Background: an optimization exercise with open tools, aiming at small area, a short achievable clock period and few clock cycles per item. Do not read the settings as production practice.
Where RTL was checked, it was by simulation tests only, not by an equivalence proof against the original.
Power and IR drop assume default switching activity.

==> flow/design.v (excerpt) <==
module fan_step_hysteresis_level #(
	parameter int LEVELS = fshl_pkg::LEVELS_DEF
) (
	input  logic                           clk,
	input  logic                           arst_n,
	input  logic                           in_valid,
	output logic                           in_stall,
	input  fshl_pkg::temp_t                cpu_temp,
	input  fshl_pkg::temp_t                temp_regulator,
	input  fshl_pkg::temp_t                charger_temp,
	input  logic                           powered,
	output logic                           out_valid,
	input  logic                           out_stall,
	output logic [fshl_pkg::RPM_W-1:0]     target_rpm,
	output logic [fshl_pkg::LEVEL_W-1:0]   fan_level,
	input  logic                           cfg_valid,
	output logic                           cfg_ready,
	input  logic [fshl_pkg::CFG_IDX_W-1:0] cfg_index,
	input  logic [fshl_pkg::CFG_DATA_W-1:0] cfg_data
);
Size: about 480 flip-flops, ~21000 um^2 of cells after synthesis.
==> flow/config.mk <==
export PLATFORM = sky130hd
export DESIGN_NAME = fan_step_hysteresis_level
export DESIGN_NICKNAME = fan_step_hysteresis_level
export VERILOG_FILES = /design/flow/design.v
export SDC_FILE = /design/flow/constraint.sdc
export NUM_CORES = 4
export LEC_CHECK = 0
export CAP_MARGIN = 20
export CORE_MARGIN = 2
export CORE_UTILIZATION = 40
export CTS_BUF_LIST = sky130_fd_sc_hd__clkbuf_16
export CTS_CLUSTER_DIAMETER = 70
export CTS_CLUSTER_SIZE = 28
export SETUP_SLACK_MARGIN = 3.0
export SLEW_MARGIN = 20
==> flow/constraint.sdc <==
create_clock -name core_clock -period 5.0 [get_ports {clk}]
set_input_delay 1.0000 -clock core_clock [delete_from_list [all_inputs] [get_ports {clk}]]
set_output_delay 1.0000 -clock core_clock [all_outputs]
set_load 0.01 [all_outputs]
standard.sh (not shown) runs the stock make flow with config.mk's settings and CLKGATE_MAP_FILE= SYNTH_SCRIPT=/design/flow/synth_recipe.tcl, a recipe that flattens the netlist after the stock synthesis.
==> flow/flow/run.sh <==
#!/bin/bash
# Own layout flow: the standard layout (standard.sh, with its unchanged synthesis)
# run with extra ORFS settings, in a config file that includes the standard flow's config.mk:
#  - the port buffers that global placement inserts start as buf_1 instead of the default
#    buffer (repair still resizes any of them where slew, load or timing needs it);
#  - clock tree synthesis with the clustering of config.mk and no dummy loads.
# The make run's full output goes to flow_make.log in this folder.
set -euo pipefail
here=$(pwd)
{
	echo "include $here/config.mk"
	echo "export BUFFER_PORTS_ARGS = -buffer_cell sky130_fd_sc_hd__buf_1"
	echo "export CTS_ARGS = -sink_clustering_enable -repair_clock_nets -sink_clustering_size 28 -sink_clustering_max_diameter 70 -buf_list sky130_fd_sc_hd__clkbuf_16 -dont_use_dummy_load"
} > "$here/flow_config.mk"
sed "s#DESIGN_CONFIG=[^ ]*#DESIGN_CONFIG=$here/flow_config.mk#" standard.sh > own_standard.sh
bash own_standard.sh > flow_make.log 2>&1
Then changed:
--- a/flow/design.v
+++ b/flow/design.v
@@ -144,36 +144,33 @@
 );
 	localparam int LW = $clog2(LEVELS);
 	fshl_pkg::level_word_t level_reg_q [LEVELS];
 	logic [LEVELS-1:0]     level_ok_q;
 	fshl_pkg::temp_t last_cpu_q, last_reg_q, last_chg_q;
 	logic            last_ok_q;
-	logic              s0_valid_q;
-	logic              s0_fell_q, s0_rose_q;
 	logic              s1_valid_q;
 	logic              s1_fell_q, s1_rose_q;
 	logic [LEVELS-1:0] s1_up_q, s1_dn_q;
 	logic              s1_up_zero_q, s1_dn_zero_q;
 	logic           s2_valid_q;
 	logic [LW-1:0]  level_now_q;
 	logic           out_valid_q;
 	logic [LW-1:0]  fan_level_q;
 	fshl_pkg::rpm_t rpm_q;
-	logic              in_acc, push, o_hold, s2_hold, s1_hold, s0_hold;
+	logic              in_acc, push, o_hold, s2_hold, s1_hold;
 	logic              full_q;
 	logic              fell, rose, fell_l, rose_l, fell_0, rose_0;
 	logic              up_zero, dn_zero;
 	logic [LEVELS-1:0] up_vec, dn_vec, s1_up_m, s1_dn_m;
 	logic [1:0]        cmp_cpu, cmp_reg, cmp_chg;
 	logic [LW-1:0]     lv_next;
 	fshl_pkg::rpm_t    rpm_next;
 	assign cfg_ready = 1'b1;
 	assign o_hold    = out_valid_q && out_stall;
 	assign s2_hold   = s2_valid_q && o_hold;
 	assign s1_hold   = s1_valid_q && s2_hold;
-	assign s0_hold   = s0_valid_q && s1_hold;
 	assign in_stall  = full_q && out_stall;
 	assign in_acc    = in_valid && !in_stall;
 	assign push      = in_acc && powered;
 	for (genvar i = 0; i < LEVELS; i++) begin : g_tbl
 		always_ff @(posedge clk) begin
 			if (cfg_valid && (int'(cfg_index) == i)) begin
@@ -213,73 +210,59 @@
 	assign rose_l  = cmp_cpu[1] || cmp_reg[1] || cmp_chg[1];
 	assign fell_0  = cpu_temp[9] || temp_regulator[9] || charger_temp[9];
 	assign rose_0  = fshl_pkg::t_pos(cpu_temp) || fshl_pkg::t_pos(temp_regulator) ||
 	                 fshl_pkg::t_pos(charger_temp);
 	assign fell    = last_ok_q ? fell_l : fell_0;
 	assign rose    = last_ok_q ? rose_l : rose_0;
-	assign up_zero = fshl_pkg::t_pos(last_cpu_q) ||
-	                 (fshl_pkg::t_pos(last_reg_q) && fshl_pkg::t_pos(last_chg_q));
-	assign dn_zero = last_cpu_q[9] && last_reg_q[9] && last_chg_q[9];
+	assign up_zero = fshl_pkg::t_pos(cpu_temp) ||
+	                 (fshl_pkg::t_pos(temp_regulator) && fshl_pkg::t_pos(charger_temp));
+	assign dn_zero = cpu_temp[9] && temp_regulator[9] && charger_temp[9];
 	for (genvar g = 0; g < LEVELS; g++) begin : g_lane
 		if (g < LEVELS - 1) begin : g_up
 			fshl_lane #(.DOWN(1'b0)) u_up (
-				.t_cpu    (last_cpu_q),
-				.t_reg    (last_reg_q),
-				.t_chg    (last_chg_q),
+				.t_cpu    (cpu_temp),
+				.t_reg    (temp_regulator),
+				.t_chg    (charger_temp),
 				.pts      (level_reg_q[g][23:0]),
 				.hit      (up_vec[g])
 			);
 		end else begin : g_up_none
 			assign up_vec[g] = 1'b0;
 		end
 		if (g > 0) begin : g_dn
 			fshl_lane #(.DOWN(1'b1)) u_dn (
-				.t_cpu    (last_cpu_q),
-				.t_reg    (last_reg_q),
-				.t_chg    (last_chg_q),
+				.t_cpu    (cpu_temp),
+				.t_reg    (temp_regulator),
+				.t_chg    (charger_temp),
 				.pts      (level_reg_q[g][47:24]),
 				.hit      (dn_vec[g])
 			);
 		end else begin : g_dn_none
 			assign dn_vec[g] = 1'b0;
 		end
 	end
 	always_ff @(posedge clk or negedge arst_n) begin
 		if (!arst_n) begin
-			s0_valid_q <= 1'b0;
-		end else if (!s0_hold) begin
-			s0_valid_q <= push;
-		end
-	end
-	always_ff @(posedge clk) begin
-		if (!s0_hold) begin
-			s0_fell_q <= fell;
-			s0_rose_q <= rose;
+			s1_valid_q <= 1'b0;
+		end else if (!s1_hold) begin
+			s1_valid_q <= push;
 		end
 	end
 	always_ff @(posedge clk or negedge arst_n) begin
 		if (!arst_n) begin
 			full_q <= 1'b0;
 		end else begin
-			full_q <= (s0_hold || push) && (s1_hold || s0_valid_q) && (s2_hold || s1_valid_q) &&
-			          (o_hold || s2_valid_q);
-		end
-	end
-	always_ff @(posedge clk or negedge arst_n) begin
-		if (!arst_n) begin
-			s1_valid_q <= 1'b0;
-		end else if (!s1_hold) begin
-			s1_valid_q <= s0_valid_q;
+			full_q <= (s1_hold || push) && (s2_hold || s1_valid_q) && (o_hold || s2_valid_q);
 		end
 	end
 	always_ff @(posedge clk) begin
 		if (!s1_hold) begin
-			s1_fell_q    <= s0_fell_q;
-			s1_rose_q    <= s0_rose_q;
-			s1_up_q      <= up_vec;
-			s1_dn_q      <= dn_vec;
+			s1_fell_q <= fell;
+			s1_rose_q <= rose;
+			s1_up_q   <= up_vec;
+			s1_dn_q   <= dn_vec;
 			s1_up_zero_q <= up_zero;
 			s1_dn_zero_q <= dn_zero;
 		end
 	end
 	for (genvar g = 0; g < LEVELS; g++) begin : g_mask
 		assign s1_up_m[g] = level_ok_q[g] ? s1_up_q[g] : s1_up_zero_q;
After rerunning:
- The new run finished with timing, DRC and antenna clean
- worst setup slack gains 0.087 ns
- wire length came out lower by 7.9%
- total power went down by 2.5%
- sequential cell count came out lower by 3
- clock skew falls by 0.018 ns
- cell count fell by 3.3%
- cell area falls by 0.43%
- sequential share of layout area fell by 0.10 points
- die area drops by 1.0%
- count of clock-buffer cells in the layout is higher by 1
- synthesized cell count shrinks by 3.5%
- combinational power is lower by about 10%
- non-clock buffer count drops by 28
Testbench counts after the change, summed over its fixed seeds: cycles 4,822, items 4,255.
Function not checked in the first run of this note: the RTL went through the layout flow alone.

==> static timing again, ports no longer ideal <==
The results above use ideal ports. As a check the final layouts listed here were re-extracted and re-timed, cells and wires unchanged.
Step 1: set_driving_cell puts a clkbuf_16 on clk and a buf_2 on each other input, an assumption about the parent block.
Step 2 times the ports against the registers' clock, not the clock port: input delays grow and output delays shrink by t, the midpoint of the rising clock arrivals with the driver on.
Slacks: no drivers / after step 1 / after step 2; pairs: no drivers / after step 1.
run | shift t [ns] | setup WS [ns] | hold slack, ns
the first run | 0.633 | 2.537 / 2.537 / 2.264 | 0.488 / 0.488 / 0.488
the second run | 0.639 | 2.624 / 2.576 / 1.938 | 0.483 / 0.495 / 0.502
After both steps setup and hold are still met in every run listed. For the second run, which loses most, drivers alone change the setup slack by -0.048 ns; drivers and shift together by -0.686 ns.
